What follows belongs to an exercise in optimizing a design on an open flow for small area and few clock cycles per item; a production flow would make more cautious choices.
In this exercise RTL edits were held to simulation tests only and were not proved equivalent to the original.

// banded_temperature_motor_regulator_core
module banded_temperature_motor_regulator_core #(
  parameter int TEMP_WIDTH = 12,
  parameter int TIME_WIDTH = 32,
  localparam int IN_DW = ((TEMP_WIDTH + TIME_WIDTH + 7) / 8) * 8
) (
  input  logic                              clk,
  input  logic                              rst_n,
  input  logic                              in_tvalid,
  output logic                              in_tready,
  input  logic [IN_DW-1:0]                  in_tdata,
  output logic                              out_tvalid,
  input  logic                              out_tready,
  output logic [brtm_pkg::OUT_DW-1:0]       out_tdata,
  input  logic                              cfg_we,
  input  logic [brtm_pkg::CFG_IDX_W-1:0]    cfg_index,
  input  logic [brtm_pkg::CFG_DATA_W-1:0]   cfg_wdata
);
Settings: LEC_CHECK=0, CAP_MARGIN=20, CORE_MARGIN=2, CORE_UTILIZATION=40, CTS_BUF_LIST=sky130_fd_sc_hd__clkbuf_8, CTS_CLUSTER_SIZE=30, PLACE_DENSITY=0.6, SLEW_MARGIN=20, SYNTH_HIERARCHICAL=1, SYNTH_MINIMUM_KEEP_SIZE=0; clock period 9.0 ns.
run.sh (not shown) runs the stock make flow with config.mk's settings and CLKGATE_MAP_FILE= SYNTH_SCRIPT=/design/flow/synth_recipe.tcl, a recipe that flattens the netlist after the stock synthesis.
Testbench counts at the start, summed over its fixed seeds: cycles 16,096, items 16,000.
Edit:
Settings changed: CTS_BUF_LIST sky130_fd_sc_hd__clkbuf_8 to not set, CTS_CLUSTER_SIZE 30 to not set.
After rerunning: Maximum frequency fell by 1.8%; synthesized cell count stays the same; setup slack got worse by 0.16 ns; die area is unchanged; cell area barely changes.

---

## run 1
Another version of the RTL of banded_temperature_motor_regulator_core (not shown whole).
For scale: ~180 I/O pins.
clock: 9.0 ns
lec_check: 0
cap_margin: 20
core_margin: 2
core_utilization: 60
cts_cluster_diameter: 150
cts_cluster_size: 18
place_density: 0.75
slew_margin: 20
synth_hierarchical: 1
synth_minimum_keep_size: 0
standard.sh (not shown) runs the stock make flow with config.mk's settings and CLKGATE_MAP_FILE= SYNTH_SCRIPT=/design/flow/synth_recipe.tcl, a recipe that flattens the netlist after the stock synthesis.
==> flow/flow/run.sh <==
#!/bin/bash
# Layout flow: the standard flow (standard.sh, synthesis unchanged) with
# smaller port buffers and a clock tree without dummy loads. The make output
# goes to standard.log here; ORFS keeps each tool's log under orfs/logs.
export BUFFER_PORTS_ARGS="-buffer_cell sky130_fd_sc_hd__buf_1"
export CTS_ARGS="-sink_clustering_enable -repair_clock_nets -sink_clustering_size 14 -sink_clustering_max_diameter 120 -dont_use_dummy_load -buf_list sky130_fd_sc_hd__clkbuf_8"
bash standard.sh > standard.log 2>&1
Run 1 | stages: all done | timing, DRC, antenna: all pass
Testbench counts of run 1, summed over its fixed seeds: cycles 16,096, items 16,000.
For run 2, these inputs were changed with respect to run 1:
- PLACE_DENSITY changed from 0.75 to 0.6
- CORE_UTILIZATION changed from 60 to 40
-- flow/flow/run.sh --
<<< run 1, line 6
export CTS_ARGS="-sink_clustering_enable -repair_clock_nets -sink_clustering_size 14 -sink_clustering_max_diameter 120 -dont_use_dummy_load -buf_list sky130_fd_sc_hd__clkbuf_8"
>>> run 2, line 6
export CTS_ARGS="-sink_clustering_enable -repair_clock_nets -sink_clustering_size 10 -sink_clustering_max_diameter 100 -dont_use_dummy_load -buf_list {sky130_fd_sc_hd__clkbuf_4 sky130_fd_sc_hd__clkbuf_8}"
## What came out
met2 usage in global routing ends up higher on run 1. Worst setup slack: run 2 vs run 1 up 160 ps. Run 2 vs run 1: final area up slightly. On final-layout clock buffer total: between run 1 and run 2, it ends up higher for run 2. The wire length of the first global-routing pass of run 2 was inferior to that of run 1.
#### Input delta (run 3 over run 2)
-- flow/flow/run.sh --
<<< run 2, line 6
export CTS_ARGS="-sink_clustering_enable -repair_clock_nets -sink_clustering_size 10 -sink_clustering_max_diameter 100 -dont_use_dummy_load -buf_list {sky130_fd_sc_hd__clkbuf_4 sky130_fd_sc_hd__clkbuf_8}"
>>> run 3, line 6
export CTS_ARGS="-sink_clustering_enable -repair_clock_nets -sink_clustering_size 14 -sink_clustering_max_diameter 120 -dont_use_dummy_load -buf_list sky130_fd_sc_hd__clkbuf_8"
Run 3 ended with more number of inserted filler cells in the final layout than run 2. Run 2 → run 3: length of routed met2 wiring rose by 170 um, design area fell by 0.44%. As far as number of global-route vias before repair is concerned, run 3 and run 2 perform about the same. Run 3 ended with less wire length than run 2.

-- port drivers added, routing unchanged --
In the flow no input, the clock included, has a driving cell. The finished layouts below were timed again as built, in two steps.
Step 1, drivers: a clkbuf_16 drives clk and a buf_2 each remaining input, both assumed.
Step 2 moves the port delays by t, midway between the first and last clock arrival at a register: inputs arrive t later, outputs are due t later. That takes back most of the time a late clock gives input paths.
a / b / c = ideal ports / drivers / drivers and shift; a / b = the first two.
run | t (ns) | setup slack, ns | worst setup path after step 2 | cell pins on the clock port's net
the first run of note 1 | 0.718 | 0.390 / 0.331 / 0.532 | input to register | 1
the second run of note 1 | 0.621 | 0.231 / 0.166 / 0.548 | input to register | 1
run 1 | 0.658 | 0.327 / 0.274 / 0.932 | register to output | 1
run 2 | 0.635 | 0.489 / 0.435 / 1.069 | register to output | 1
run 3 | 0.661 | 0.465 / 0.406 / 1.067 | register to output | 1
After both steps setup and hold are still met in every run listed.
